What follows belongs to an exercise in optimizing a design on an open flow for small area; a production flow would make more cautious choices. Where RTL was checked, it was by simulation tests only, not by an equivalence proof against the original. Only the layout flow was run in run 3; the RTL was not checked for function there.

==> flow/design.v <==
module muldiv_unit #(
    parameter int unsigned MUL_CYCLES = 2,
    parameter int unsigned DIV_ITERS  = 32
) (
    input  logic        clk,
    input  logic        rst,
    input  logic        start,
    input  logic [1:0]  op,
    input  logic        flush,
    input  logic [31:0] srca,
    input  logic [31:0] srcb,
    output logic        stall,
    output logic        busy,
    output logic        done,
    output logic [31:0] hi,
    output logic [31:0] lo
);
    logic        act_q;           
    logic [5:0]  cnt_q;           
    logic [33:0] h_q;             
    logic [31:0] l_q;             
    logic        is_div, is_signed;
    logic [5:0]  ph;
    logic        sa, sb;
    logic [35:0] xa;              
    logic [32:0] bm;              
    logic        bzero;
    logic        ph0, div_abs, div_end, div_last;
    logic        p0_q, e33_q, e34_q;    
    assign is_div    = op[1];
    assign is_signed = ~op[0];
    assign ph        = act_q ? cnt_q : 6'd0;
    assign ph0       = ~act_q;
    assign sa        = is_signed & srca[31];
    assign sb        = is_signed & srcb[31];
    assign xa        = {sa, sa, sa, sa, srca};
    assign bm        = {sb, srcb};
    assign bzero     = (srcb == 32'd0);
    assign div_abs   = act_q & p0_q;
    assign div_end   = act_q & e33_q;
    assign div_last  = div_q & act_q & e34_q;
    function automatic logic [2:0] booth(input logic [2:0] x);
        booth[0] = x[1] ^ x[0];                                             
        booth[1] = (x[2] & ~x[1] & ~x[0]) | (~x[2] & x[1] & x[0]);           
        booth[2] = x[2];                                                    
    endfunction
    logic [12:0] xw0, xwn;
    logic [17:0] enc0, encn, enc_q;
    logic        div_q;           
    logic        sa_q, sb_q;      
    assign xw0 = {xa[11:0], 1'b0};
    assign xwn = ph0 ? xa[23:11] : xa[35:23];
    always_comb begin
        for (int j = 0; j < 6; j++) begin
            enc0[3*j +: 3] = booth(xw0[2*j +: 3]);
            encn[3*j +: 3] = is_div ? 3'b000 : booth(xwn[2*j +: 3]);
        end
    end
    logic [5:0] rone, rtwo, rsgn, rneg;
    always_comb begin
        for (int j = 0; j < 6; j++) begin
            rone[j] = ph0 ? enc0[3*j]   : enc_q[3*j];
            rtwo[j] = ph0 ? enc0[3*j+1] : enc_q[3*j+1];
            rsgn[j] = ph0 ? enc0[3*j+2] : enc_q[3*j+2];
        end
        if (~ph0 & div_q) begin
            rone[0] = ~div_last & ~div_abs;
            rtwo[0] = div_last & h_q[33];
            rsgn[0] = div_last ? (sb_q ^ sa_q) : ~(h_q[33] ^ sb_q);
        end
        for (int j = 0; j < 6; j++) rneg[j] = rsgn[j] | ~(rone[j] | rtwo[j]);
    end
    logic [33:0] ppx0, ppx1, ppx2, ppx3, ppx4, ppx5;
    logic [34:0] bv;
    logic [34:0] cx [6];
    logic [33:0] px [6];
    assign bv = {bm[32], bm, 1'b0};
    always_comb begin
        for (int j = 0; j < 6; j++) begin
            cx[j] = ~(bv ^ {35{rsgn[j]}});
            px[j] = ~(({34{rone[j]}} & cx[j][34:1]) | ({34{rtwo[j]}} & cx[j][33:0]));
        end
    end
    assign ppx0 = px[0];
    assign ppx1 = px[1];
    assign ppx2 = px[2];
    assign ppx3 = px[3];
    assign ppx4 = px[4];
    assign ppx5 = px[5];
    logic [33:0] acc;
    logic        cin;
    assign cin = div_q & sa_q & (div_abs | div_last);
    assign acc = (ph0 ? 34'd0 : h_q) ^ {34{cin}};
    logic [45:0] cpa_a, cpa_b, t;
    logic s1;
    logic c2;
    logic s3;
    logic c4;
    logic s5;
    logic c6;
    logic s7;
    logic c8;
    logic s9;
    logic c10;
    logic s11;
    logic c12;
    logic s13;
    logic c14;
    logic s15;
    logic c16;
    logic s17;
    logic c18;
    logic s19;
    logic c20;
    logic s21;
    logic c22;
    logic s23;
    logic c24;
    logic s25;
    logic c26;
    logic s27;
    logic c28;
    logic s29;
    logic c30;
    logic s31;
    logic c32;
    logic s33;
    logic c34;
    logic s35;
    logic c36;
    logic s37;
    logic c38;
    logic s39;
    logic c40;
    logic s41;
    logic c42;
    logic s43;
    logic c44;
    logic s45;
    logic c46;
    logic s47;
    logic c48;
    logic s49;
    logic c50;
    logic s51;
    logic c52;
    logic s53;
    logic c54;
    logic s55;
    logic c56;
    logic s57;
    logic c58;
    logic s59;
    logic c60;
    logic s61;
    logic c62;
    logic s63;
    logic c64;
    logic s65;
    logic c66;
    logic s67;
    logic c68;
    logic s69;
    logic c70;
    logic s71;
    logic c72;
    logic s73;
    logic c74;
    logic s75;
    logic c76;
    logic s77;
    logic c78;
    logic s79;
    logic c80;
    logic s81;
    logic c82;
    logic s83;
    logic c84;
    logic s85;
    logic c86;
    logic s87;
    logic c88;
    logic s89;
    logic c90;
    logic s91;
    logic c92;
    logic s93;
    logic c94;
    logic s95;
    logic c96;
    logic s97;
    logic c98;
    logic s99;
    logic c100;
    logic s101;
    logic c102;
    logic s103;
    logic c104;
    logic s105;
    logic c106;
    logic s107;
    logic c108;
    logic s109;
    logic c110;
    logic s111;
    logic c112;
    logic s113;
    logic c114;
    logic s115;
    logic c116;
    logic s117;
    logic c118;
    logic s119;
    logic c120;
    logic s121;
    logic c122;
    logic s123;
    logic c124;
    logic s125;
    logic c126;
    logic s127;
    logic c128;
    logic s129;
    logic c130;
    logic s131;
    logic c132;
    logic s133;
    logic c134;
    logic s135;
    logic c136;
    logic s137;
    logic c138;
    logic s139;
    logic c140;
    logic s141;
    logic c142;
    logic s143;
    logic c144;
    logic s145;
    logic c146;
    logic s147;
    logic c148;
    logic s149;
    logic c150;
    logic s151;
    logic c152;
    logic s153;
    logic c154;
    logic s155;
    logic c156;
    logic s157;
    logic c158;
    logic s159;
    logic c160;
    logic s161;
    logic c162;
    logic s163;
    logic c164;
    logic s165;
    logic c166;
    logic s167;
    logic c168;
    logic s169;
    logic c170;
    logic s171;
    logic c172;
    logic s173;
    logic c174;
    logic s175;
    logic c176;
    logic s177;
    logic c178;
    logic s179;
    logic c180;
    logic s181;
    logic c182;
    logic s183;
    logic c184;
    logic s185;
    logic c186;
    logic s187;
    logic c188;
    logic s189;
    logic c190;
    logic s191;
    logic c192;
    logic s193;
    logic c194;
    logic s195;
    logic c196;
    logic s197;
    logic c198;
    logic s199;
    logic c200;
    logic s201;
    logic c202;
    logic s203;
    logic c204;
    logic s205;
    logic c206;
    logic s207;
    logic c208;
    logic s209;
    logic c210;
    logic s211;
    logic c212;
    logic s213;
    logic c214;
    logic s215;
    logic c216;
    logic s217;
    logic c218;
    logic s219;
    logic c220;
    logic s221;
    logic c222;
    logic s223;
    logic c224;
    logic s225;
    logic c226;
    logic s227;
    logic c228;
    logic s229;
    logic c230;
    logic s231;
    logic c232;
    logic s233;
    logic c234;
    logic s235;
    logic c236;
    logic s237;
    logic c238;
    logic s239;
    logic c240;
    logic s241;
    logic c242;
    logic s243;
    logic c244;
    logic s245;
    logic c246;
    logic s247;
    logic c248;
    logic s249;
    logic c250;
    logic s251;
    logic c252;
    logic s253;
    logic c254;
    logic s255;
    logic c256;
    logic s257;
    logic c258;
    logic s259;
    logic c260;
    logic s261;
    logic c262;
    logic s263;
    logic c264;
    logic s265;
    logic c266;
    logic s267;
    logic c268;
    logic s269;
    logic c270;
    logic s271;
    logic c272;
    logic s273;
    logic c274;
    logic s275;
    logic c276;
    logic s277;
    logic c278;
    logic s279;
    logic c280;
    logic s281;
    logic c282;
    logic s283;
    logic c284;
    logic s285;
    logic c286;
    logic s287;
    logic c288;
    logic s289;
    logic c290;
    logic s291;
    logic c292;
    logic s293;
    logic c294;
    logic s295;
    logic c296;
    logic s297;
    logic c298;
    logic s299;
    logic c300;
    logic s301;
    logic c302;
    logic s303;
    logic c304;
    logic s305;
    logic c306;
    logic s307;
    logic c308;
    logic s309;
    logic c310;
    logic s311;
    logic c312;
    logic s313;
    logic c314;
    logic s315;
    logic c316;
    logic s317;
    logic c318;
    logic s319;
    logic c320;
    logic s321;
    logic c322;
    logic s323;
    logic c324;
    logic s325;
    logic c326;
    logic s327;
    logic c328;
    logic s329;
    logic c330;
    logic s331;
    logic c332;
    logic s333;
    logic c334;
    logic s335;
    logic c336;
    logic s337;
    logic c338;
    logic s339;
    logic c340;
    logic s341;
    logic c342;
    logic s343;
    logic c344;
    logic s345;
    logic c346;
    logic s347;
    logic c348;
    logic s349;
    logic c350;
    logic s351;
    logic c352;
    logic s353;
    logic c354;
    logic s355;
    logic c356;
    logic s357;
    logic c358;
    logic s359;
    logic c360;
    logic s361;
    logic c362;
    logic s363;
    logic c364;
    logic s365;
    logic c366;
    logic s367;
    logic c368;
    logic s369;
    logic c370;
    logic s371;
    logic c372;
    logic s373;
    logic c374;
    logic s375;
    logic c376;
    logic s377;
    logic c378;
    logic s379;
    logic c380;
    logic s381;
    logic c382;
    logic s383;
    logic c384;
    logic s385;
    logic c386;
    logic s387;
    logic c388;
    logic s389;
    logic c390;
    logic s391;
    logic c392;
    logic s393;
    logic c394;
    logic s395;
    logic c396;
    logic s397;
    logic c398;
    assign s1 = acc[8] ^ ppx0[8] ^ ppx1[6];
    assign c2 = (acc[8] & ppx0[8]) | (ppx1[6] & (acc[8] ^ ppx0[8]));
    assign s3 = acc[9] ^ ppx0[9] ^ ppx1[7];
    assign c4 = (acc[9] & ppx0[9]) | (ppx1[7] & (acc[9] ^ ppx0[9]));
    assign s5 = acc[10] ^ ppx0[10] ^ ppx1[8];
    assign c6 = (acc[10] & ppx0[10]) | (ppx1[8] & (acc[10] ^ ppx0[10]));
    assign s7 = ppx2[6] ^ ppx3[4] ^ ppx4[2];
    assign c8 = (ppx2[6] & ppx3[4]) | (ppx4[2] & (ppx2[6] ^ ppx3[4]));
    assign s9 = acc[11] ^ ppx0[11] ^ ppx1[9];
    assign c10 = (acc[11] & ppx0[11]) | (ppx1[9] & (acc[11] ^ ppx0[11]));
    assign s11 = ppx2[7] ^ ppx3[5] ^ ppx4[3];
    assign c12 = (ppx2[7] & ppx3[5]) | (ppx4[3] & (ppx2[7] ^ ppx3[5]));
    assign s13 = acc[12] ^ ppx0[12] ^ ppx1[10];
    assign c14 = (acc[12] & ppx0[12]) | (ppx1[10] & (acc[12] ^ ppx0[12]));
    assign s15 = ppx2[8] ^ ppx3[6] ^ ppx4[4];
    assign c16 = (ppx2[8] & ppx3[6]) | (ppx4[4] & (ppx2[8] ^ ppx3[6]));
    assign s17 = acc[13] ^ ppx0[13] ^ ppx1[11];
    assign c18 = (acc[13] & ppx0[13]) | (ppx1[11] & (acc[13] ^ ppx0[13]));
    assign s19 = ppx2[9] ^ ppx3[7] ^ ppx4[5];
    assign c20 = (ppx2[9] & ppx3[7]) | (ppx4[5] & (ppx2[9] ^ ppx3[7]));
    assign s21 = acc[14] ^ ppx0[14] ^ ppx1[12];
    assign c22 = (acc[14] & ppx0[14]) | (ppx1[12] & (acc[14] ^ ppx0[14]));
    assign s23 = ppx2[10] ^ ppx3[8] ^ ppx4[6];
    assign c24 = (ppx2[10] & ppx3[8]) | (ppx4[6] & (ppx2[10] ^ ppx3[8]));
    assign s25 = acc[15] ^ ppx0[15] ^ ppx1[13];
    assign c26 = (acc[15] & ppx0[15]) | (ppx1[13] & (acc[15] ^ ppx0[15]));
    assign s27 = ppx2[11] ^ ppx3[9] ^ ppx4[7];
    assign c28 = (ppx2[11] & ppx3[9]) | (ppx4[7] & (ppx2[11] ^ ppx3[9]));
    assign s29 = acc[16] ^ ppx0[16] ^ ppx1[14];
    assign c30 = (acc[16] & ppx0[16]) | (ppx1[14] & (acc[16] ^ ppx0[16]));
    assign s31 = ppx2[12] ^ ppx3[10] ^ ppx4[8];
    assign c32 = (ppx2[12] & ppx3[10]) | (ppx4[8] & (ppx2[12] ^ ppx3[10]));
    assign s33 = acc[17] ^ ppx0[17] ^ ppx1[15];
    assign c34 = (acc[17] & ppx0[17]) | (ppx1[15] & (acc[17] ^ ppx0[17]));
    assign s35 = ppx2[13] ^ ppx3[11] ^ ppx4[9];
    assign c36 = (ppx2[13] & ppx3[11]) | (ppx4[9] & (ppx2[13] ^ ppx3[11]));
    assign s37 = acc[18] ^ ppx0[18] ^ ppx1[16];
    assign c38 = (acc[18] & ppx0[18]) | (ppx1[16] & (acc[18] ^ ppx0[18]));
    assign s39 = ppx2[14] ^ ppx3[12] ^ ppx4[10];
    assign c40 = (ppx2[14] & ppx3[12]) | (ppx4[10] & (ppx2[14] ^ ppx3[12]));
    assign s41 = acc[19] ^ ppx0[19] ^ ppx1[17];
    assign c42 = (acc[19] & ppx0[19]) | (ppx1[17] & (acc[19] ^ ppx0[19]));
    assign s43 = ppx2[15] ^ ppx3[13] ^ ppx4[11];
    assign c44 = (ppx2[15] & ppx3[13]) | (ppx4[11] & (ppx2[15] ^ ppx3[13]));
    assign s45 = acc[20] ^ ppx0[20] ^ ppx1[18];
    assign c46 = (acc[20] & ppx0[20]) | (ppx1[18] & (acc[20] ^ ppx0[20]));
    assign s47 = ppx2[16] ^ ppx3[14] ^ ppx4[12];
    assign c48 = (ppx2[16] & ppx3[14]) | (ppx4[12] & (ppx2[16] ^ ppx3[14]));
    assign s49 = acc[21] ^ ppx0[21] ^ ppx1[19];
    assign c50 = (acc[21] & ppx0[21]) | (ppx1[19] & (acc[21] ^ ppx0[21]));
    assign s51 = ppx2[17] ^ ppx3[15] ^ ppx4[13];
    assign c52 = (ppx2[17] & ppx3[15]) | (ppx4[13] & (ppx2[17] ^ ppx3[15]));
    assign s53 = acc[22] ^ ppx0[22] ^ ppx1[20];
    assign c54 = (acc[22] & ppx0[22]) | (ppx1[20] & (acc[22] ^ ppx0[22]));
    assign s55 = ppx2[18] ^ ppx3[16] ^ ppx4[14];
    assign c56 = (ppx2[18] & ppx3[16]) | (ppx4[14] & (ppx2[18] ^ ppx3[16]));
    assign s57 = acc[23] ^ ppx0[23] ^ ppx1[21];
    assign c58 = (acc[23] & ppx0[23]) | (ppx1[21] & (acc[23] ^ ppx0[23]));
    assign s59 = ppx2[19] ^ ppx3[17] ^ ppx4[15];
    assign c60 = (ppx2[19] & ppx3[17]) | (ppx4[15] & (ppx2[19] ^ ppx3[17]));
    assign s61 = acc[24] ^ ppx0[24] ^ ppx1[22];
    assign c62 = (acc[24] & ppx0[24]) | (ppx1[22] & (acc[24] ^ ppx0[24]));
    assign s63 = ppx2[20] ^ ppx3[18] ^ ppx4[16];
    assign c64 = (ppx2[20] & ppx3[18]) | (ppx4[16] & (ppx2[20] ^ ppx3[18]));
    assign s65 = acc[25] ^ ppx0[25] ^ ppx1[23];
    assign c66 = (acc[25] & ppx0[25]) | (ppx1[23] & (acc[25] ^ ppx0[25]));
    assign s67 = ppx2[21] ^ ppx3[19] ^ ppx4[17];
    assign c68 = (ppx2[21] & ppx3[19]) | (ppx4[17] & (ppx2[21] ^ ppx3[19]));
    assign s69 = acc[26] ^ ppx0[26] ^ ppx1[24];
    assign c70 = (acc[26] & ppx0[26]) | (ppx1[24] & (acc[26] ^ ppx0[26]));
    assign s71 = ppx2[22] ^ ppx3[20] ^ ppx4[18];
    assign c72 = (ppx2[22] & ppx3[20]) | (ppx4[18] & (ppx2[22] ^ ppx3[20]));
    assign s73 = acc[27] ^ ppx0[27] ^ ppx1[25];
    assign c74 = (acc[27] & ppx0[27]) | (ppx1[25] & (acc[27] ^ ppx0[27]));
    assign s75 = ppx2[23] ^ ppx3[21] ^ ppx4[19];
    assign c76 = (ppx2[23] & ppx3[21]) | (ppx4[19] & (ppx2[23] ^ ppx3[21]));
    assign s77 = acc[28] ^ ppx0[28] ^ ppx1[26];
    assign c78 = (acc[28] & ppx0[28]) | (ppx1[26] & (acc[28] ^ ppx0[28]));
    assign s79 = ppx2[24] ^ ppx3[22] ^ ppx4[20];
    assign c80 = (ppx2[24] & ppx3[22]) | (ppx4[20] & (ppx2[24] ^ ppx3[22]));
    assign s81 = acc[29] ^ ppx0[29] ^ ppx1[27];
    assign c82 = (acc[29] & ppx0[29]) | (ppx1[27] & (acc[29] ^ ppx0[29]));
    assign s83 = ppx2[25] ^ ppx3[23] ^ ppx4[21];
    assign c84 = (ppx2[25] & ppx3[23]) | (ppx4[21] & (ppx2[25] ^ ppx3[23]));
    assign s85 = acc[30] ^ ppx0[30] ^ ppx1[28];
    assign c86 = (acc[30] & ppx0[30]) | (ppx1[28] & (acc[30] ^ ppx0[30]));
    assign s87 = ppx2[26] ^ ppx3[24] ^ ppx4[22];
    assign c88 = (ppx2[26] & ppx3[24]) | (ppx4[22] & (ppx2[26] ^ ppx3[24]));
    assign s89 = acc[31] ^ ppx0[31] ^ ppx1[29];
    assign c90 = (acc[31] & ppx0[31]) | (ppx1[29] & (acc[31] ^ ppx0[31]));
    assign s91 = ppx2[27] ^ ppx3[25] ^ ppx4[23];
    assign c92 = (ppx2[27] & ppx3[25]) | (ppx4[23] & (ppx2[27] ^ ppx3[25]));
    assign s93 = acc[32] ^ ppx0[32] ^ ppx1[30];
    assign c94 = (acc[32] & ppx0[32]) | (ppx1[30] & (acc[32] ^ ppx0[32]));
    assign s95 = ppx2[28] ^ ppx3[26] ^ ppx4[24];
    assign c96 = (ppx2[28] & ppx3[26]) | (ppx4[24] & (ppx2[28] ^ ppx3[26]));
    assign s97 = ~acc[33] ^ ~ppx0[33] ^ ppx1[31];
    assign c98 = (~acc[33] & ~ppx0[33]) | (ppx1[31] & (~acc[33] ^ ~ppx0[33]));
    assign s99 = ppx2[29] ^ ppx3[27] ^ ppx4[25];
    assign c100 = (ppx2[29] & ppx3[27]) | (ppx4[25] & (ppx2[29] ^ ppx3[27]));
    assign s101 = ppx1[32] ^ ppx2[30] ^ ppx3[28];
    assign c102 = (ppx1[32] & ppx2[30]) | (ppx3[28] & (ppx1[32] ^ ppx2[30]));
    assign s103 = acc[4] ^ ppx0[4] ^ ppx1[2];
    assign c104 = (acc[4] & ppx0[4]) | (ppx1[2] & (acc[4] ^ ppx0[4]));
    assign s105 = acc[5] ^ ppx0[5] ^ ppx1[3];
    assign c106 = (acc[5] & ppx0[5]) | (ppx1[3] & (acc[5] ^ ppx0[5]));
    assign s107 = acc[6] ^ ppx0[6] ^ ppx1[4];
    assign c108 = (acc[6] & ppx0[6]) | (ppx1[4] & (acc[6] ^ ppx0[6]));
    assign s109 = ppx2[2] ^ ppx3[0] ^ rneg[3];
    assign c110 = (ppx2[2] & ppx3[0]) | (rneg[3] & (ppx2[2] ^ ppx3[0]));
    assign s111 = acc[7] ^ ppx0[7] ^ ppx1[5];
    assign c112 = (acc[7] & ppx0[7]) | (ppx1[5] & (acc[7] ^ ppx0[7]));
    assign s113 = ppx2[3] ^ ppx3[1];
    assign c114 = ppx2[3] & ppx3[1];
    assign s115 = s1 ^ ppx2[4] ^ ppx3[2];
    assign c116 = (s1 & ppx2[4]) | (ppx3[2] & (s1 ^ ppx2[4]));
    assign s117 = ppx4[0] ^ rneg[4];
    assign c118 = ppx4[0] & rneg[4];
    assign s119 = c2 ^ s3 ^ ppx2[5];
    assign c120 = (c2 & s3) | (ppx2[5] & (c2 ^ s3));
    assign s121 = ppx3[3] ^ ppx4[1];
    assign c122 = ppx3[3] & ppx4[1];
    assign s123 = c4 ^ s5 ^ s7;
    assign c124 = (c4 & s5) | (s7 & (c4 ^ s5));
    assign s125 = ppx5[0] ^ rneg[5];
    assign c126 = ppx5[0] & rneg[5];
    assign s127 = c6 ^ c8 ^ s9;
    assign c128 = (c6 & c8) | (s9 & (c6 ^ c8));
    assign s129 = s11 ^ ppx5[1];
    assign c130 = s11 & ppx5[1];
    assign s131 = c10 ^ c12 ^ s13;
    assign c132 = (c10 & c12) | (s13 & (c10 ^ c12));
    assign s133 = s15 ^ ppx5[2];
    assign c134 = s15 & ppx5[2];
    assign s135 = c14 ^ c16 ^ s17;
    assign c136 = (c14 & c16) | (s17 & (c14 ^ c16));
    assign s137 = s19 ^ ppx5[3];
    assign c138 = s19 & ppx5[3];
    assign s139 = c18 ^ c20 ^ s21;
    assign c140 = (c18 & c20) | (s21 & (c18 ^ c20));
    assign s141 = s23 ^ ppx5[4];
    assign c142 = s23 & ppx5[4];
    assign s143 = c22 ^ c24 ^ s25;
    assign c144 = (c22 & c24) | (s25 & (c22 ^ c24));
    assign s145 = s27 ^ ppx5[5];
    assign c146 = s27 & ppx5[5];
    assign s147 = c26 ^ c28 ^ s29;
    assign c148 = (c26 & c28) | (s29 & (c26 ^ c28));
    assign s149 = s31 ^ ppx5[6];
    assign c150 = s31 & ppx5[6];
    assign s151 = c30 ^ c32 ^ s33;
    assign c152 = (c30 & c32) | (s33 & (c30 ^ c32));
    assign s153 = s35 ^ ppx5[7];
    assign c154 = s35 & ppx5[7];
    assign s155 = c34 ^ c36 ^ s37;
    assign c156 = (c34 & c36) | (s37 & (c34 ^ c36));
    assign s157 = s39 ^ ppx5[8];
    assign c158 = s39 & ppx5[8];
    assign s159 = c38 ^ c40 ^ s41;
    assign c160 = (c38 & c40) | (s41 & (c38 ^ c40));
    assign s161 = s43 ^ ppx5[9];
    assign c162 = s43 & ppx5[9];
    assign s163 = c42 ^ c44 ^ s45;
    assign c164 = (c42 & c44) | (s45 & (c42 ^ c44));
    assign s165 = s47 ^ ppx5[10];
    assign c166 = s47 & ppx5[10];
    assign s167 = c46 ^ c48 ^ s49;
    assign c168 = (c46 & c48) | (s49 & (c46 ^ c48));
    assign s169 = s51 ^ ppx5[11];
    assign c170 = s51 & ppx5[11];
    assign s171 = c50 ^ c52 ^ s53;
    assign c172 = (c50 & c52) | (s53 & (c50 ^ c52));
    assign s173 = s55 ^ ppx5[12];
    assign c174 = s55 & ppx5[12];
    assign s175 = c54 ^ c56 ^ s57;
    assign c176 = (c54 & c56) | (s57 & (c54 ^ c56));
    assign s177 = s59 ^ ppx5[13];
    assign c178 = s59 & ppx5[13];
    assign s179 = c58 ^ c60 ^ s61;
    assign c180 = (c58 & c60) | (s61 & (c58 ^ c60));
    assign s181 = s63 ^ ppx5[14];
    assign c182 = s63 & ppx5[14];
    assign s183 = c62 ^ c64 ^ s65;
    assign c184 = (c62 & c64) | (s65 & (c62 ^ c64));
    assign s185 = s67 ^ ppx5[15];
    assign c186 = s67 & ppx5[15];
    assign s187 = c66 ^ c68 ^ s69;
    assign c188 = (c66 & c68) | (s69 & (c66 ^ c68));
    assign s189 = s71 ^ ppx5[16];
    assign c190 = s71 & ppx5[16];
    assign s191 = c70 ^ c72 ^ s73;
    assign c192 = (c70 & c72) | (s73 & (c70 ^ c72));
    assign s193 = s75 ^ ppx5[17];
    assign c194 = s75 & ppx5[17];
    assign s195 = c74 ^ c76 ^ s77;
    assign c196 = (c74 & c76) | (s77 & (c74 ^ c76));
    assign s197 = s79 ^ ppx5[18];
    assign c198 = s79 & ppx5[18];
    assign s199 = c78 ^ c80 ^ s81;
    assign c200 = (c78 & c80) | (s81 & (c78 ^ c80));
    assign s201 = s83 ^ ppx5[19];
    assign c202 = s83 & ppx5[19];
    assign s203 = c82 ^ c84 ^ s85;
    assign c204 = (c82 & c84) | (s85 & (c82 ^ c84));
    assign s205 = s87 ^ ppx5[20];
    assign c206 = s87 & ppx5[20];
    assign s207 = c86 ^ c88 ^ s89;
    assign c208 = (c86 & c88) | (s89 & (c86 ^ c88));
    assign s209 = s91 ^ ppx5[21];
    assign c210 = s91 & ppx5[21];
    assign s211 = c90 ^ c92 ^ s93;
    assign c212 = (c90 & c92) | (s93 & (c90 ^ c92));
    assign s213 = s95 ^ ppx5[22];
    assign c214 = s95 & ppx5[22];
    assign s215 = c94 ^ c96 ^ s97;
    assign c216 = (c94 & c96) | (s97 & (c94 ^ c96));
    assign s217 = s99 ^ ppx5[23];
    assign c218 = s99 & ppx5[23];
    assign s219 = c98 ^ c100 ^ s101;
    assign c220 = (c98 & c100) | (s101 & (c98 ^ c100));
    assign s221 = ppx4[26] ^ ppx5[24] ^ 1'b1;
    assign c222 = (ppx4[26] & ppx5[24]) | (1'b1 & (ppx4[26] ^ ppx5[24]));
    assign s223 = c102 ^ ~ppx1[33] ^ ppx2[31];
    assign c224 = (c102 & ~ppx1[33]) | (ppx2[31] & (c102 ^ ~ppx1[33]));
    assign s225 = ppx3[29] ^ ppx4[27] ^ ppx5[25];
    assign c226 = (ppx3[29] & ppx4[27]) | (ppx5[25] & (ppx3[29] ^ ppx4[27]));
    assign s227 = ppx2[32] ^ ppx3[30] ^ ppx4[28];
    assign c228 = (ppx2[32] & ppx3[30]) | (ppx4[28] & (ppx2[32] ^ ppx3[30]));
    assign s229 = ppx5[26] ^ 1'b1;
    assign c230 = ppx5[26] & 1'b1;
    assign s231 = ~ppx2[33] ^ ppx3[31] ^ ppx4[29];
    assign c232 = (~ppx2[33] & ppx3[31]) | (ppx4[29] & (~ppx2[33] ^ ppx3[31]));
    assign s233 = ppx3[32] ^ ppx4[30] ^ ppx5[28];
    assign c234 = (ppx3[32] & ppx4[30]) | (ppx5[28] & (ppx3[32] ^ ppx4[30]));
    assign s235 = acc[0] ^ ppx0[0] ^ rneg[0];
    assign c236 = (acc[0] & ppx0[0]) | (rneg[0] & (acc[0] ^ ppx0[0]));
    assign s237 = acc[2] ^ ppx0[2] ^ ppx1[0];
    assign c238 = (acc[2] & ppx0[2]) | (ppx1[0] & (acc[2] ^ ppx0[2]));
    assign s239 = acc[3] ^ ppx0[3] ^ ppx1[1];
    assign c240 = (acc[3] & ppx0[3]) | (ppx1[1] & (acc[3] ^ ppx0[3]));
    assign s241 = s103 ^ ppx2[0] ^ rneg[2];
    assign c242 = (s103 & ppx2[0]) | (rneg[2] & (s103 ^ ppx2[0]));
    assign s243 = c104 ^ s105 ^ ppx2[1];
    assign c244 = (c104 & s105) | (ppx2[1] & (c104 ^ s105));
    assign s245 = c106 ^ s107 ^ s109;
    assign c246 = (c106 & s107) | (s109 & (c106 ^ s107));
    assign s247 = c108 ^ c110 ^ s111;
    assign c248 = (c108 & c110) | (s111 & (c108 ^ c110));
    assign s249 = c112 ^ c114 ^ s115;
    assign c250 = (c112 & c114) | (s115 & (c112 ^ c114));
    assign s251 = c116 ^ c118 ^ s119;
    assign c252 = (c116 & c118) | (s119 & (c116 ^ c118));
    assign s253 = c120 ^ c122 ^ s123;
    assign c254 = (c120 & c122) | (s123 & (c120 ^ c122));
    assign s255 = c124 ^ c126 ^ s127;
    assign c256 = (c124 & c126) | (s127 & (c124 ^ c126));
    assign s257 = c128 ^ c130 ^ s131;
    assign c258 = (c128 & c130) | (s131 & (c128 ^ c130));
    assign s259 = c132 ^ c134 ^ s135;
    assign c260 = (c132 & c134) | (s135 & (c132 ^ c134));
    assign s261 = c136 ^ c138 ^ s139;
    assign c262 = (c136 & c138) | (s139 & (c136 ^ c138));
    assign s263 = c140 ^ c142 ^ s143;
    assign c264 = (c140 & c142) | (s143 & (c140 ^ c142));
    assign s265 = c144 ^ c146 ^ s147;
    assign c266 = (c144 & c146) | (s147 & (c144 ^ c146));
    assign s267 = c148 ^ c150 ^ s151;
    assign c268 = (c148 & c150) | (s151 & (c148 ^ c150));
    assign s269 = c152 ^ c154 ^ s155;
    assign c270 = (c152 & c154) | (s155 & (c152 ^ c154));
    assign s271 = c156 ^ c158 ^ s159;
    assign c272 = (c156 & c158) | (s159 & (c156 ^ c158));
    assign s273 = c160 ^ c162 ^ s163;
    assign c274 = (c160 & c162) | (s163 & (c160 ^ c162));
    assign s275 = c164 ^ c166 ^ s167;
    assign c276 = (c164 & c166) | (s167 & (c164 ^ c166));
    assign s277 = c168 ^ c170 ^ s171;
    assign c278 = (c168 & c170) | (s171 & (c168 ^ c170));
    assign s279 = c172 ^ c174 ^ s175;
    assign c280 = (c172 & c174) | (s175 & (c172 ^ c174));
    assign s281 = c176 ^ c178 ^ s179;
    assign c282 = (c176 & c178) | (s179 & (c176 ^ c178));
    assign s283 = c180 ^ c182 ^ s183;
    assign c284 = (c180 & c182) | (s183 & (c180 ^ c182));
    assign s285 = c184 ^ c186 ^ s187;
    assign c286 = (c184 & c186) | (s187 & (c184 ^ c186));
    assign s287 = c188 ^ c190 ^ s191;
    assign c288 = (c188 & c190) | (s191 & (c188 ^ c190));
    assign s289 = c192 ^ c194 ^ s195;
    assign c290 = (c192 & c194) | (s195 & (c192 ^ c194));
    assign s291 = c196 ^ c198 ^ s199;
    assign c292 = (c196 & c198) | (s199 & (c196 ^ c198));
    assign s293 = c200 ^ c202 ^ s203;
    assign c294 = (c200 & c202) | (s203 & (c200 ^ c202));
    assign s295 = c204 ^ c206 ^ s207;
    assign c296 = (c204 & c206) | (s207 & (c204 ^ c206));
    assign s297 = c208 ^ c210 ^ s211;
    assign c298 = (c208 & c210) | (s211 & (c208 ^ c210));
    assign s299 = c212 ^ c214 ^ s215;
    assign c300 = (c212 & c214) | (s215 & (c212 ^ c214));
    assign s301 = c216 ^ c218 ^ s219;
    assign c302 = (c216 & c218) | (s219 & (c216 ^ c218));
    assign s303 = c220 ^ c222 ^ s223;
    assign c304 = (c220 & c222) | (s223 & (c220 ^ c222));
    assign s305 = c224 ^ c226 ^ s227;
    assign c306 = (c224 & c226) | (s227 & (c224 ^ c226));
    assign s307 = c228 ^ c230 ^ s231;
    assign c308 = (c228 & c230) | (s231 & (c228 ^ c230));
    assign s309 = c232 ^ s233 ^ 1'b1;
    assign c310 = (c232 & s233) | (1'b1 & (c232 ^ s233));
    assign s311 = c234 ^ ~ppx3[33] ^ ppx4[31];
    assign c312 = (c234 & ~ppx3[33]) | (ppx4[31] & (c234 ^ ~ppx3[33]));
    assign s313 = ppx4[32] ^ ppx5[30] ^ 1'b1;
    assign c314 = (ppx4[32] & ppx5[30]) | (1'b1 & (ppx4[32] ^ ppx5[30]));
    assign s315 = c236 ^ acc[1] ^ ppx0[1];
    assign c316 = (c236 & acc[1]) | (ppx0[1] & (c236 ^ acc[1]));
    assign s317 = s237 ^ rneg[1];
    assign c318 = s237 & rneg[1];
    assign s319 = c238 ^ s239;
    assign c320 = c238 & s239;
    assign s321 = c240 ^ s241;
    assign c322 = c240 & s241;
    assign s323 = c242 ^ s243;
    assign c324 = c242 & s243;
    assign s325 = c244 ^ s245;
    assign c326 = c244 & s245;
    assign s327 = c246 ^ s247 ^ s113;
    assign c328 = (c246 & s247) | (s113 & (c246 ^ s247));
    assign s329 = c248 ^ s249 ^ s117;
    assign c330 = (c248 & s249) | (s117 & (c248 ^ s249));
    assign s331 = c250 ^ s251 ^ s121;
    assign c332 = (c250 & s251) | (s121 & (c250 ^ s251));
    assign s333 = c252 ^ s253 ^ s125;
    assign c334 = (c252 & s253) | (s125 & (c252 ^ s253));
    assign s335 = c254 ^ s255 ^ s129;
    assign c336 = (c254 & s255) | (s129 & (c254 ^ s255));
    assign s337 = c256 ^ s257 ^ s133;
    assign c338 = (c256 & s257) | (s133 & (c256 ^ s257));
    assign s339 = c258 ^ s259 ^ s137;
    assign c340 = (c258 & s259) | (s137 & (c258 ^ s259));
    assign s341 = c260 ^ s261 ^ s141;
    assign c342 = (c260 & s261) | (s141 & (c260 ^ s261));
    assign s343 = c262 ^ s263 ^ s145;
    assign c344 = (c262 & s263) | (s145 & (c262 ^ s263));
    assign s345 = c264 ^ s265 ^ s149;
    assign c346 = (c264 & s265) | (s149 & (c264 ^ s265));
    assign s347 = c266 ^ s267 ^ s153;
    assign c348 = (c266 & s267) | (s153 & (c266 ^ s267));
    assign s349 = c268 ^ s269 ^ s157;
    assign c350 = (c268 & s269) | (s157 & (c268 ^ s269));
    assign s351 = c270 ^ s271 ^ s161;
    assign c352 = (c270 & s271) | (s161 & (c270 ^ s271));
    assign s353 = c272 ^ s273 ^ s165;
    assign c354 = (c272 & s273) | (s165 & (c272 ^ s273));
    assign s355 = c274 ^ s275 ^ s169;
    assign c356 = (c274 & s275) | (s169 & (c274 ^ s275));
    assign s357 = c276 ^ s277 ^ s173;
    assign c358 = (c276 & s277) | (s173 & (c276 ^ s277));
    assign s359 = c278 ^ s279 ^ s177;
    assign c360 = (c278 & s279) | (s177 & (c278 ^ s279));
    assign s361 = c280 ^ s281 ^ s181;
    assign c362 = (c280 & s281) | (s181 & (c280 ^ s281));
    assign s363 = c282 ^ s283 ^ s185;
    assign c364 = (c282 & s283) | (s185 & (c282 ^ s283));
    assign s365 = c284 ^ s285 ^ s189;
    assign c366 = (c284 & s285) | (s189 & (c284 ^ s285));
    assign s367 = c286 ^ s287 ^ s193;
    assign c368 = (c286 & s287) | (s193 & (c286 ^ s287));
    assign s369 = c288 ^ s289 ^ s197;
    assign c370 = (c288 & s289) | (s197 & (c288 ^ s289));
    assign s371 = c290 ^ s291 ^ s201;
    assign c372 = (c290 & s291) | (s201 & (c290 ^ s291));
    assign s373 = c292 ^ s293 ^ s205;
    assign c374 = (c292 & s293) | (s205 & (c292 ^ s293));
    assign s375 = c294 ^ s295 ^ s209;
    assign c376 = (c294 & s295) | (s209 & (c294 ^ s295));
    assign s377 = c296 ^ s297 ^ s213;
    assign c378 = (c296 & s297) | (s213 & (c296 ^ s297));
    assign s379 = c298 ^ s299 ^ s217;
    assign c380 = (c298 & s299) | (s217 & (c298 ^ s299));
    assign s381 = c300 ^ s301 ^ s221;
    assign c382 = (c300 & s301) | (s221 & (c300 ^ s301));
    assign s383 = c302 ^ s303 ^ s225;
    assign c384 = (c302 & s303) | (s225 & (c302 ^ s303));
    assign s385 = c304 ^ s305 ^ s229;
    assign c386 = (c304 & s305) | (s229 & (c304 ^ s305));
    assign s387 = c306 ^ s307 ^ ppx5[27];
    assign c388 = (c306 & s307) | (ppx5[27] & (c306 ^ s307));
    assign s389 = c308 ^ s309;
    assign c390 = c308 & s309;
    assign s391 = c310 ^ s311 ^ ppx5[29];
    assign c392 = (c310 & s311) | (ppx5[29] & (c310 ^ s311));
    assign s393 = c312 ^ s313;
    assign c394 = c312 & s313;
    assign s395 = c314 ^ ~ppx4[33] ^ ppx5[31];
    assign c396 = (c314 & ~ppx4[33]) | (ppx5[31] & (c314 ^ ~ppx4[33]));
    assign s397 = ppx5[32] ^ 1'b1;
    assign c398 = ppx5[32] & 1'b1;
    assign cpa_a = {1'b1, 1'b1, c398, c396, c394, c392, c390, c388, c386, c384, c382, c380, c378, c376, c374, c372, c370, c368, c366, c364, c362, c360, c358, c356, c354, c352, c350, c348, c346, c344, c342, c340, c338, c336, c334, c332, c330, c328, c326, c324, c322, c320, c318, c316, s315, s235};
    assign cpa_b = {1'b0, 1'b0, ~ppx5[33], s397, s395, s393, s391, s389, s387, s385, s383, s381, s379, s377, s375, s373, s371, s369, s367, s365, s363, s361, s359, s357, s355, s353, s351, s349, s347, s345, s343, s341, s339, s337, s335, s333, s331, s329, s327, s325, s323, s321, s319, s317, 1'b0, cin};
    assign t = cpa_a + cpa_b;
    logic [31:0] q_out, r_out;
    assign r_out = t[32:1];
    logic        qneg;
    logic [31:0] lor;
    assign qneg = is_signed & (srca[31] ^ srcb[31]) & ~bzero;
    always_comb begin
        lor[0] = 1'b0;
        for (int i = 1; i < 32; i++) lor[i] = lor[i-1] | l_q[i-1];
    end
    assign q_out = l_q ^ ({32{qneg}} & lor);
    logic done_c;
    assign done_c = act_q & (is_div ? (cnt_q == 6'd34) : (cnt_q == 6'd2));
    always_ff @(posedge clk) begin
        if (rst) begin
            act_q <= 1'b0;
        end else begin
            act_q <= start & ~flush & ~done_c;
        end
        cnt_q <= act_q ? cnt_q + 6'd1 : 6'd1;
        p0_q  <= ~act_q;
        e33_q <= act_q & (cnt_q == 6'd32);
        e34_q <= act_q & (cnt_q == 6'd33);
        enc_q <= encn;
        div_q <= is_div;
        sa_q  <= sa;
        sb_q  <= sb;
        if (is_div) begin
            if (ph0) begin
                h_q <= {2'b00, srca};
                l_q <= {l_q[30:0], ~t[33]};
            end else if (div_abs) begin
                h_q <= {33'd0, t[31]};
                l_q <= t[31:0];
            end else begin
                h_q <= {t[32:0], div_end ? 1'b0 : l_q[30]};
                l_q <= {l_q[30:0], ~t[33]};
            end
        end else begin
            h_q <= t[45:12];
            l_q <= {t[11:0], l_q[31:12]};
        end
    end
    assign done  = done_c;
    assign busy  = act_q & ~done_c;
    assign stall = start & ~done_c;
    assign hi    = is_div ? r_out : t[39:8];
    assign lo    = is_div ? q_out : {t[7:0], l_q[31:8]};
endmodule
==> flow/flow/run.sh <==
#!/bin/bash
# Standard synthesis and layout (standard.sh), with faster port buffers than the
# resizer's default pick, and power recovery (downsizing of gates off the critical
# paths) after global routing.
set -euo pipefail
export BUFFER_PORTS_ARGS="-buffer_cell sky130_fd_sc_hd__buf_1"
export RECOVER_POWER=100
bash standard.sh synth > synth.log 2>&1
bash standard.sh finish > layout.log 2>&1
==> flow/standard.sh <==
#!/bin/bash
# synth_recipe.tcl (not shown) runs the flow's synth.tcl, then flattens the netlist and writes it again
# the make line also repeats each setting of config.mk as NAME=value (left out here)
make -C /OpenROAD-flow-scripts/flow DESIGN_CONFIG=/design/flow/config.mk WORK_HOME=/design/flow/orfs CLKGATE_MAP_FILE= SYNTH_SCRIPT=/design/flow/synth_recipe.tcl "${@:-finish}"
==> flow/config.mk <==
export PLATFORM = sky130hd
export DESIGN_NAME = muldiv_unit
export DESIGN_NICKNAME = muldiv_unit
export VERILOG_FILES = /design/flow/design.v
export SDC_FILE = /design/flow/constraint.sdc
export NUM_CORES = 4
export LEC_CHECK = 0
export CAP_MARGIN = 20
export CORE_MARGIN = 2
export CORE_UTILIZATION = 50
export CTS_BUF_LIST = sky130_fd_sc_hd__clkbuf_8
export SLEW_MARGIN = 20
==> flow/constraint.sdc <==
create_clock -name core_clock -period 10.5 [get_ports {clk}]
set_input_delay 2.1000 -clock core_clock [delete_from_list [all_inputs] [get_ports {clk}]]
set_output_delay 2.1000 -clock core_clock [all_outputs]
set_load 0.01 [all_outputs]
==> results of run 1 <==
==> routing by layer <==
layer / global-route usage [%] / vias to the layer above / part of all wire, %
li1: - / 7054 / -
met1: 49.9 / 7321 / 44
met2: 51.5 / 748 / 43
met3: 6.97 / 94 / 10
met4: 10.5 / 2 / 3.0
met5: 0 / - / 0.028
==> per-stage QoR <==
stage / hold WS [ns] / instance area (µm²) / util (%)
3_5_place_dp: 0.441 / 17500 / 55.1
6_report: 0.459 / 17700 / 56.0
5_1_grt: 0.495 / 17700 / 56.0
4_1_cts: 0.464 / 17700 / 55.9
2_1_floorplan: 0.408 / 16200 / -
3_3_place_gp: 0.433 / 17500 / 55.1
==> synthesized netlist by cell type (33+ instances only) <==
master / instances
o21ai_0: 90
clkbuf_1: 138
a21o_1: 33
a21oi_1: 144
nand2_1: 159
o22a_1: 62
xnor2_1: 262
fa_1: 160
inv_1: 173
xor2_1: 62
nor2_1: 110
dfxtp_1: 97
ha_1: 85
o22ai_1: 131
==> repair_timing <==
action	CTS	global route
gates resized for setup	3	16
endpoints found under the setup margin	1	7
pin swaps	0	1
hold buffers	0	0
hold endpoints to repair	0	0
cloned	0	0
buffers inserted	0	4
==> state kept, by name, summed over array words and instances, names as in the netlist <==
register,cells
e34_q,1
enc_q,18
l_q,32
act_q,1
sa_q,1
e33_q,1
h_q,34
cnt_q,6
div_q,1
sb_q,1
p0_q,1
==> layout by cell type, fill, tap and decap left out, types with 11 or more instances in the layout <==
cell type and n:
xnor2_1 261, inv_1 174, fa_1 160, nand2_1 159
buf_1 133, a21oi_1 131, o22ai_1 131, nor2_1 110
dfxtp_1 96, o21ai_0 88, ha_1 85, o22a_1 62
buf_4 62, xor2_1 61, a21o_1 33, clkbuf_1 22
a31oi_1 18, nand3_1 17, mux2i_1 14, a211oi_1 14
nor3_1 13, nor4_1 13, o21bai_1 12, clkbuf_8 11
==> cell families after synthesis <==
family,count (synthesis)
AO/OA/AOI/OAI,588
multiplexers,23
XOR/XNOR,324
flip-flops,97
buffers and inverters,339
AND/OR/NAND/NOR,390
adder cells (fa/ha/maj),245
==> how the worst min path moves through the flow <==
stage             start       end
6_report       cnt_q[0]  cnt_q[0]
5_1_grt        cnt_q[0]  cnt_q[0]
4_1_cts        cnt_q[0]  cnt_q[0]
3_5_place_dp   cnt_q[0]  cnt_q[0]
3_3_place_gp   cnt_q[0]  cnt_q[0]
2_1_floorplan  cnt_q[0]  cnt_q[0]
==> cell type report <==
| class | instances | area (µm²) |
|---|---|---|
| Timing Repair Buffer | 233 | 1270 |
| Multi-Input combinational cell | 1570 | 13200 |
| Clock buffer | 11 | 151 |
| Inverter | 175 | 657 |
| Tap cell | 402 | 503 |
| Fill cell | 3135 | 14000 |
| Sequential cell | 97 | 1950 |
| Clock inverter | 5 | 61.3 |
==> reports/results.ini, run 1 <==
[critical_path]
cpMaxStageDelayCell=fa_1
cp-end-kind=primary output
cp.arrival_ns=8.11
critPathLaunch=srca[7]
r2r_slack_ns=2.78
worst-path-max-fanout=18
cp_num_buf_inv=5
path_cells=clkbuf_1, xnor2_1, nor2_1, a21oi_2, buf_4, o22ai_1, fa_1, inv_1, fa_1, fa_1, fa_1, ha_1, nand2_1, o21bai_1, a211oi_1, buf_4, o211ai_1, and2_0, a21o_1, nor2_1, nor2_1, a21oi_1, buf_1
worst_path_most_repeated_cell=fa_1
critPathCapture=hi[18]
cp_slowest_stage_delay_ns=0.62
r2r_end=h_q[26]
critPathKind=in -> out
path_depth=23
crit_family=adder cells
critPathLaunchType=input pin
worst_r2r_path_depth=21
required_ns=8.40
r2r_start=act_q

[sta]
period_share_pct=97.2
fmax_mhz=98.0
grt_setup_unrepaired=false
timing.final.ws_setup_ns=0.293
finalSetupViolations=0
fin_tns_setup_ns=0
final.min_clock_period_ns=10.21
finalHoldViolations=0
slew_viol_final=106
worst_pin_slew_ns=2.62
slew_headroom_pct=-75.0
finClkSkew_ns=0.0178

[synthesis]
synth_xor_area_share_pct=17.6
synth_area_um2=16200
synth-simple-area-share_pct=11.1
synth_fa_ha_area_share_pct=26.4
syn-num-nets=2321
synthMuxAreaShare_pct=1.46
synth-edff-count=0
yosys.area.top_type=fa_1
ys_types=68
synthArstFlopShare_pct=0
synth_top_family_by_area=adder cells
synth_seq_area_share_pct=12.0
synth_top_area_share_pct=19.8
ys.flop_type=dfxtp_1
synth-compound-area-share_pct=23.5
synth_warnings=3
ys_ff_latch=97
synth_area_per_cell_um2=8.05
ys_top_cells_by_area=fa_1 (20%), xnor2_1 (14%), dfxtp_1 (12%)
synth_cells=2006

[grt]
grt_pass1_wl_mm=88.5
grt_max_degree=77
gr-usage-all-layers_pct=34.4
grt_overflow=0
grt_pass1_vias=14865
grt_antenna_before_repair=1

[outcome]
status=complete, but fails checks
failed_layout_checks=max-capacitance violations, max-slew violations

[min_path]
min_path_type=reg -> reg
whs_path_depth=1

[die]
die_w_um=184
start_util_pct=50.9
dieArea_um2=33800
io_pins=137
num_rows=65
die_h_um=184
coreArea_um2=31700

[clock_tree]
cts_root_buf=clkbuf_8
h-tree-depth=3
cts_tree=built
clock_sinks=97
cts_buffers=9
clk_latency_ns=0.38
path_clk_slew_ns=0.10
clockBufferDepth=2

[placed_design]
dp_hpwl_mm=46.2
numPortBuffers=136
gp_congestion=0.955
place_ws_ns=-0.0133
placedCellCount=2473

[job]
drv_cap=2

[layout]
areaGrowthSynthToFinish_pct=9.84
nNetsFinal=2401
drive_gt1_share_pct=6.84
stdcell_count=2493
n_antenna_cell=0

[route]
drt_iter0_drc=1447
viasPerCell=6.10
drc=0
num_vias=15219
routed_wl_mm=56.7
ant_nets=0
dr.pass1.iters=6
wire_per_inst_um=22.7

==> run 2: changes to the inputs <==
==> flow/flow/run.sh (replaced) <==
#!/bin/bash
# Standard synthesis (standard.sh synth), then the standard layout with:
#  - faster port buffers (buf_2) than the resizer's default pick,
#  - power recovery (downsizing of gates off the critical paths) after global routing,
#  - the weakest buffers (buf_1, clkbuf_1) kept out of the layout steps, so that power
#    recovery cannot shrink a high-fanout buffer into a slew violation.
set -euo pipefail
bash standard.sh synth > synth.log 2>&1
export BUFFER_PORTS_ARGS="-buffer_cell sky130_fd_sc_hd__buf_2"
export RECOVER_POWER=100
export DONT_USE_CELLS="sky130_fd_sc_hd__buf_1 sky130_fd_sc_hd__clkbuf_1"
bash standard.sh finish > layout.log 2>&1
--- a/flow/config.mk
+++ b/flow/config.mk
@@ -7,6 +7,6 @@
 export LEC_CHECK = 0
 export CAP_MARGIN = 20
 export CORE_MARGIN = 2
-export CORE_UTILIZATION = 50
+export CORE_UTILIZATION = 65
 export CTS_BUF_LIST = sky130_fd_sc_hd__clkbuf_8
 export SLEW_MARGIN = 20
==> reports/results.ini, run 2 <==
[layout]
reg.largest.list=h_q x34, l_q x32, enc_q x18  ; unchanged
areaGrowthSynthToFinish_pct=8.72  ; was 9.84%
largest_reg_flops=34  ; unchanged
top_register=h_q  ; unchanged
layout_common_cells=xnor2_1 (261), inv_1 (175), fa_1 (160), nand2_1 (159), a21oi_1 (132)  ; was xnor2_1 (261), inv_1 (174), fa_1 (160), nand2_1 (159), buf_1 (133)
nNetsFinal=2375  ; was 2,401
fin_area_um2=17600  ; was 17,700 µm²
n_antenna_cell=0  ; unchanged
final_common_cell=xnor2_1  ; unchanged
drive_gt1_share_pct=9.49  ; was 6.84%
nFillCells=2021  ; was 3,135

[critical_path]
r2r_slack_ns=3.12  ; was 2.78 ns
critPathLaunchType=input pin  ; unchanged
worst-path-max-fanout=7  ; was 18
worst_path_most_repeated_cell=fa_1  ; unchanged
critPathKind=in -> out  ; unchanged
required_ns=8.40  ; about the same
cp_num_buf_inv=3  ; was 5
cpMaxStageDelayCell=fa_1  ; unchanged
cp.arrival_ns=8.10  ; was 8.11 ns
r2r_end=h_q[26]  ; unchanged
path_cells=buf_2, nor2_1, a21oi_1, nor2_1, a21oi_2, o22ai_1, fa_1, fa_1, inv_1, fa_1, fa_1, ha_1, nand2_1, nor4_1, a211oi_2, o21a_1, a221oi_2, a31o_2, a21oi_1, xnor2_1, a21o_1, clkbuf_1  ; was clkbuf_1, xnor2_1, nor2_1, a21oi_2, buf_4, o22ai_1, fa_1, inv_1, fa_1, fa_1, fa_1, ha_1, nand2_1, o21bai_1, a211oi_1, buf_4, o211ai_1, and2_0, a21o_1, nor2_1, nor2_1, a21oi_1, buf_1
crit_family=adder cells  ; unchanged
r2r_start=act_q  ; unchanged
cp_slowest_stage_delay_ns=0.57  ; was 0.62 ns
worst_r2r_path_depth=18  ; was 21
cp-end-kind=primary output  ; unchanged

[die]
coreArea_um2=24400  ; was 31,700 µm²
io_pins=137  ; unchanged
dieArea_um2=26100  ; was 33,800 µm²
die_h_um=162  ; was 184 µm
start_util_pct=66.2  ; was 50.9%
num_rows=57  ; was 65
die_w_um=162  ; was 184 µm

[sta]
period_share_pct=97.1  ; was 97.2%
finalSetupViolations=0  ; unchanged
worst_pin_slew_ns=2.09  ; was 2.62 ns
fin_tns_setup_ns=0  ; unchanged
fmax_mhz=98.1  ; was 98.0 MHz
finClkSkew_ns=0.0144  ; was 0.0178 ns
slew_viol_final=45  ; was 106
slew_headroom_pct=-39.0  ; was -75.0%
final.min_clock_period_ns=10.20  ; was 10.21 ns
finalHoldViolations=0  ; unchanged
grt_setup_unrepaired=false  ; unchanged

[clock_tree]
cts_root_buf=clkbuf_8  ; unchanged
cts_buffers=9  ; unchanged
path_clk_slew_ns=0.09  ; was 0.10 ns
clock_sinks=97  ; unchanged
cts_tree=built  ; unchanged
clk_latency_ns=0.38  ; about the same
clockBufferDepth=2  ; unchanged
h-tree-depth=3  ; unchanged

[synthesis]
synth_seq_area_share_pct=12.0  ; unchanged
syn-num-nets=2321  ; unchanged
ys_types=68  ; unchanged
synth_area_per_cell_um2=8.05  ; unchanged
synthArstFlopShare_pct=0  ; unchanged
synth_top_area_share_pct=19.8  ; unchanged
yosysMostFrequentCell=xnor2_1  ; unchanged
ys_top_cells_by_area=fa_1 (20%), xnor2_1 (14%), dfxtp_1 (12%)  ; unchanged
yosys.area.top_type=fa_1  ; unchanged
ys.flop_type=dfxtp_1  ; unchanged
synthTopCellsByCount=xnor2_1 (262), inv_1 (173), fa_1 (160), nand2_1 (159), a21oi_1 (144)  ; unchanged
ys_ff_latch=97  ; unchanged
synth_warnings=3  ; unchanged
synth-edff-count=0  ; unchanged
synth_cells=2006  ; unchanged
synth_area_um2=16200  ; unchanged

[route]
num_vias=15498  ; was 15,219
viasPerCell=6.49  ; was 6.10
drc=0  ; unchanged
drt_iter0_drc=1884  ; was 1,447
routed_wl_mm=53.6  ; was 56.7 mm
ant_nets=0  ; unchanged
wire_per_inst_um=22.4  ; was 22.7 µm
dr.pass1.iters=9  ; was 6

[grt]
grt_overflow=0  ; unchanged
grt_max_degree=111  ; was 77
grt_antenna_before_repair=0  ; was 1
grt_pass1_wl_mm=83.5  ; was 88.5 mm
grt_pass1_vias=15025  ; was 14,865
gr-usage-all-layers_pct=41.2  ; was 34.4%

[min_path]
holdPathEnd=cnt_q[0]  ; unchanged
whs_path_depth=1  ; unchanged
min_path_type=reg -> reg  ; unchanged
hold_start=cnt_q[0]  ; unchanged

[placed_design]
dpl-instance-area_um2=17300  ; was 17,500 µm²
numPortBuffers=136  ; unchanged
dp_hpwl_mm=43.1  ; was 46.2 mm
gp_congestion=1.01  ; was 0.955

[outcome]
status=complete, but fails checks  ; unchanged
failed_layout_checks=max-capacitance violations, max-slew violations  ; unchanged

[job]
drv_cap=1  ; was 2

==> run 2: what timing repair did <==
action	in CTS	in global routing
hold buffers	0	0
endpoints found under the hold margin	0	0
endpoints found under the setup margin	0	10
resized for setup	0	12
setup buffers	0	13
==> run 2: metrics by stage <==
stage / std cells / utilization, % / setup WS, ns / hold WS, ns
detailed placement: 2360 / 71.0 / 0.199 / 0.445
global placement: 2360 / 71.0 / 0.223 / 0.428
floorplan: 2006 / - / 0.490 / 0.408
finish: 2389 / 72.0 / 0.304 / 0.464
global route: 2389 / 72.0 / 0.000791 / 0.479
CTS: 2376 / 71.8 / 0.173 / 0.470
==> run 2: kinds of logic (layout without fill, tap and decap cells) <==
logic type / after synthesis / in the layout / synth area share [%]
compound gates: 588 / 588 / 23.6
xor+xnor: 324 / 324 / 17.6
fa+ha+maj: 245 / 245 / 26.4
buf+inv: 339 / 398 / 7.88
flops: 97 / 97 / 12.0
mux: 23 / 23 / 1.46
simple gates: 390 / 390 / 11.1
==> run 2: layer usage <==
metal	vias to the layer above	wire length (µm)	global-route usage, %
met1	7277	21700	58.1
met4	0	2040	14.3
met3	167	6760	9.88
met5	-	0	0
met2	1072	23100	62.4
li1	6982	-	-
==> run 2: layout make-up <==
class	instances	area (µm²)	share of cell area (%)
well taps	324	405	2.31
multi-input cells	1570	13100	74.8
repair buffers	207	1240	7.04
clock inverters	6	41.3	0.235
inverters	175	657	3.74
flip-flops and latches	97	1950	11.1
clock buffers	10	138	0.784
==> run 2: worst max path at each step <==
stage | startpoint | to | slack (ns) | depth (start not counted)
floorplan | srca[3] | hi[30] | 0.49 | 22
global placement | srca[1] | hi[17] | 0.22 | 21
detailed placement | srca[7] | hi[20] | 0.20 | 21
CTS | srca[7] | hi[26] | 0.17 | 21
global route | srca[1] | hi[31] | 0.0008 | 25
finish | srca[9] | hi[26] | 0.30 | 22
==> run 3: changes to the inputs <==
--- a/flow/design.v
+++ b/flow/design.v
@@ -44,24 +44,22 @@
         booth[1] = (x[2] & ~x[1] & ~x[0]) | (~x[2] & x[1] & x[0]);           
         booth[2] = x[2];                                                    
     endfunction
-    logic [12:0] xw0, xwn;
-    logic [17:0] enc0, encn, enc_q;
+    logic [12:0] xw0, xwn, xw_q, xw;
+    logic [17:0] enc;
     logic        div_q;           
     logic        sa_q, sb_q;      
     assign xw0 = {xa[11:0], 1'b0};
     assign xwn = ph0 ? xa[23:11] : xa[35:23];
+    assign xw = ph0 ? xw0 : xw_q;
     always_comb begin
-        for (int j = 0; j < 6; j++) begin
-            enc0[3*j +: 3] = booth(xw0[2*j +: 3]);
-            encn[3*j +: 3] = is_div ? 3'b000 : booth(xwn[2*j +: 3]);
-        end
+        for (int j = 0; j < 6; j++) enc[3*j +: 3] = booth(xw[2*j +: 3]);
     end
     logic [5:0] rone, rtwo, rsgn, rneg;
     always_comb begin
         for (int j = 0; j < 6; j++) begin
-            rone[j] = ph0 ? enc0[3*j]   : enc_q[3*j];
-            rtwo[j] = ph0 ? enc0[3*j+1] : enc_q[3*j+1];
-            rsgn[j] = ph0 ? enc0[3*j+2] : enc_q[3*j+2];
+            rone[j] = enc[3*j];
+            rtwo[j] = enc[3*j+1];
+            rsgn[j] = enc[3*j+2];
         end
         if (~ph0 & div_q) begin
             rone[0] = ~div_last & ~div_abs;
@@ -913,7 +911,7 @@
         p0_q  <= ~act_q;
         e33_q <= act_q & (cnt_q == 6'd32);
         e34_q <= act_q & (cnt_q == 6'd33);
-        enc_q <= encn;
+        xw_q  <= is_div ? 13'd0 : xwn;
         div_q <= is_div;
         sa_q  <= sa;
         sb_q  <= sb;
==> flow/flow/run.sh (replaced) <==
#!/bin/bash
# Standard synthesis and layout (standard.sh), with faster port buffers than the
# resizer's default pick, and power recovery (downsizing of gates off the critical
# paths) after global routing.
set -euo pipefail
export BUFFER_PORTS_ARGS="-buffer_cell sky130_fd_sc_hd__buf_2"
export RECOVER_POWER=100
bash standard.sh synth > synth.log 2>&1
bash standard.sh finish > layout.log 2>&1
--- a/flow/config.mk
+++ b/flow/config.mk
@@ -7,6 +7,7 @@
 export LEC_CHECK = 0
 export CAP_MARGIN = 20
 export CORE_MARGIN = 2
-export CORE_UTILIZATION = 65
+export CORE_UTILIZATION = 50
 export CTS_BUF_LIST = sky130_fd_sc_hd__clkbuf_8
+export PLACE_DENSITY = 0.7
 export SLEW_MARGIN = 20
==> reports/results.ini, run 3 <==
[grt]
busiest_layer=met2  ; unchanged
met1_usage_pct=48.6  ; was 58.1%
grt_pass1_vias=16530  ; was 15,025
grt_max_degree=100  ; was 111
grt_pass1_wl_mm=96.0  ; was 83.5 mm
gr-usage-all-layers_pct=35.0  ; was 41.2%
use_met3_pct=6.46  ; was 9.88%
grt_antenna_before_repair=6  ; was 0
grt_overflow=0  ; unchanged
gr-usage-met2_pct=54.5  ; was 62.4%

[die]
die_w_um=188  ; was 162 µm
start_util_pct=50.5  ; was 66.2%
dieArea_um2=35200  ; was 26,100 µm²
die_h_um=188  ; was 162 µm
coreArea_um2=33400  ; was 24,400 µm²
num_rows=67  ; was 57
io_pins=137  ; unchanged

[synthesis]
ys_top_cells_by_area=fa_1 (19%), xnor2_1 (11%), dfxtp_1 (11%)  ; was fa_1 (20%), xnor2_1 (14%), dfxtp_1 (12%)
ys.flop_type=dfxtp_1  ; unchanged
synth_fa_ha_area_share_pct=25.3  ; was 26.4%
yosys.area.top_type=fa_1  ; unchanged
synth-compound-area-share_pct=23.9  ; was 23.5%
synth_xor_area_share_pct=15.6  ; was 17.6%
yosysMostFrequentCell=nand2_1  ; was xnor2_1
ys_ff_latch=92  ; was 97
synth-edff-count=0  ; unchanged
synth_area_um2=16800  ; was 16,200 µm²
syn-num-nets=2495  ; was 2,321
ys_types=72  ; was 68
synth-simple-area-share_pct=14.3  ; was 11.1%
synthTopCellsByCount=nand2_1 (279), xnor2_1 (221), a21oi_1 (183), clkbuf_1 (171), inv_1 (167)  ; was xnor2_1 (262), inv_1 (173), fa_1 (160), nand2_1 (159), a21oi_1 (144)
synthArstFlopShare_pct=0  ; unchanged
synth_seq_area_share_pct=10.9  ; was 12.0%
synth_area_per_cell_um2=7.72  ; was 8.05 µm²
synth_warnings=3  ; unchanged
synth_top_area_share_pct=19.0  ; was 19.8%
synth_cells=2180  ; was 2,006
synth_top_family_by_area=adder cells  ; unchanged
synthMuxAreaShare_pct=1.69  ; was 1.46%

[critical_path]
cp-end-kind=primary output  ; unchanged
cpMaxStageDelayCell=fa_1  ; unchanged
worst-path-max-fanout=10  ; was 7
critPathLaunchType=input pin  ; unchanged
crit_family=adder cells  ; unchanged
cp_num_buf_inv=10  ; was 3
cp_slowest_stage_delay_ns=0.57  ; about the same
worst_path_most_repeated_cell=buf_4  ; was fa_1
required_ns=8.40  ; about the same
cp.arrival_ns=8.23  ; was 8.10 ns
critPathKind=in -> out  ; unchanged
r2r_slack_ns=2.97  ; was 3.12 ns

[sta]
period_share_pct=98.4  ; was 97.1%
slew_headroom_pct=39.5  ; was -39.0%
worst_pin_slew_ns=0.907  ; was 2.09 ns
finClkSkew_ns=0.00987  ; was 0.0144 ns
timing.final.ws_setup_ns=0.169  ; was 0.304 ns
final.min_clock_period_ns=10.33  ; was 10.20 ns
finalHoldViolations=0  ; unchanged
slew_viol_final=0  ; was 45
grt_setup_unrepaired=false  ; unchanged
hold_slack_ns=0.469  ; was 0.464 ns
fmax_mhz=96.8  ; was 98.1 MHz
finalSetupViolations=0  ; unchanged

[layout]
final_common_cell=nand2_1  ; was xnor2_1
drive_gt1_share_pct=17.1  ; was 9.49%
areaGrowthSynthToFinish_pct=17.0  ; was 8.72%
layout_common_cells=nand2_1 (277), xnor2_1 (211), a21oi_1 (176), buf_4 (173), inv_1 (169)  ; was xnor2_1 (261), inv_1 (175), fa_1 (160), nand2_1 (159), a21oi_1 (132)
nFillCells=3174  ; was 2,021
reg.largest.list=h_q x34, l_q x32, xw_q x13  ; was h_q x34, l_q x32, enc_q x18
nNetsFinal=2657  ; was 2,375
top_register=h_q  ; unchanged
largest_reg_flops=34  ; unchanged

[clock_tree]
cts_buffers=9  ; unchanged
clockBufferDepth=2  ; unchanged
clock_sinks=92  ; was 97
h-tree-depth=3  ; unchanged
clk_latency_ns=0.39  ; was 0.38 ns
path_clk_slew_ns=0.09  ; about the same
cts_root_buf=clkbuf_8  ; unchanged
cts_tree=built  ; unchanged

[route]
drt_iter0_drc=1876  ; was 1,884
num_vias=17060  ; was 15,498
ant_nets=0  ; unchanged
dr.pass1.iters=6  ; was 9
wire_per_inst_um=22.2  ; was 22.4 µm
viasPerCell=6.09  ; was 6.49
routed_wl_mm=62.2  ; was 53.6 mm
drc=0  ; unchanged

[placed_design]
gp_congestion=0.998  ; was 1.01
dp_hpwl_mm=50.1  ; was 43.1 mm
numPortBuffers=136  ; unchanged
place_ws_ns=-0.247  ; was 0.199 ns

[min_path]
min_path_type=reg -> reg  ; unchanged

[outcome]
status=finished clean  ; was complete, but fails checks

[job]
drv_cap=0  ; was 1

-- run 3: cell count changes in the layout (fill, tap and decap cells not counted), moves of 18 or more --
cell      previous run  this run
a22o_1               4        22
o22ai_1            131        43
o22a_1              62         0
buf_4               46       173
nand2_1            159       277
o221ai_1             3       106
a21oi_1            132       176
xnor2_1            261       211
-- run 3: cell families after synthesis --
kind of cell	after synthesis
AOI/OAI and AO/OA	605
and+or+nand+nor	541
buffers and inverters	370
xor gates and xnor gates	300
adders and majority gates	245
DFF	92
muxes	27
-- run 3: what timing repair did --
action	in CTS	in global routing
hold buffers	0	0
setup buffers	1	4
pin swaps	2	32
cloned	0	0
setup endpoints to repair	7	20
gates resized for setup	10	60
-- run 3: stage by stage --
stage / cell area (µm²) / cells / setup TNS (ns) / utilization, %
after floorplan: 16800 / 2180 / 0 / -
after global placement: 19200 / 2774 / -0.395 / 57.5
after detailed placement: 19200 / 2774 / -0.652 / 57.5
after CTS: 19500 / 2791 / 0 / 58.3
after global routing: 19700 / 2796 / 0 / 59.0
final: 19700 / 2802 / 0 / 59.1
-- run 3: per-layer routing --
layer,vias to the layer above,share of wire (%)
met2,938,44
met5,-,0
met1,8196,42
met3,122,10
met4,0,4.1
li1,7804,-
-- run 3: area by class of cell --
type                    count  area, µm²  area share (%)
diodes                      7       17.5          0.0889
clock buffers               9        124           0.629
clock inverters             7       76.3           0.387
inverters                 170        638            3.24
multi-input cells        1718      14100            71.7
flip-flops and latches     92       1840            9.35
well taps                 448        561            2.84
repair buffers            351       2320            11.8
-- run 3: path summary, 6_finish.rpt --
kind	start	end	cells past startpoint
setup reg to reg	act_q	h_q[31]	24
setup / recovery	srca[1]	hi[31]	31
hold / removal	cnt_q[0]	cnt_q[0]	1
hold reg to reg	cnt_q[0]	cnt_q[0]	1

port drivers added, routing unchanged:
No port has a modelled driver above. Below, the same layouts with a new extraction and two added sets of constraints.
Step 1 sets driving cells, clkbuf_16 on the clock port and buf_2 on the other inputs (assumed; they add their load-dependent delay and slew).
Step 2 times the ports against the registers' clock, not the clock port: input delays grow and output delays shrink by t, the midpoint of the rising clock arrivals with the driver on.
Slacks: ideal / step 1 / step 2; pairs: ideal / step 1.
run | t, ns | slack for setup (ns) | latest minus earliest clock arrival (ns) | slew at the worst register clock pin (ns) | pins driven straight from the clock port
run 1 | 0.415 | 0.293 / 0.270 / 0.270 | 0.018 / 0.018 | 0.11 / 0.11 | 1
run 2 | 0.411 | 0.304 / 0.277 / 0.277 | 0.014 / 0.015 | 0.10 / 0.10 | 1
run 3 | 0.420 | 0.169 / 0.147 / 0.147 | 0.010 / 0.010 | 0.10 / 0.10 | 1
For run 2, which loses most, drivers alone change the setup slack by -0.027 ns; drivers and shift together by -0.027 ns.
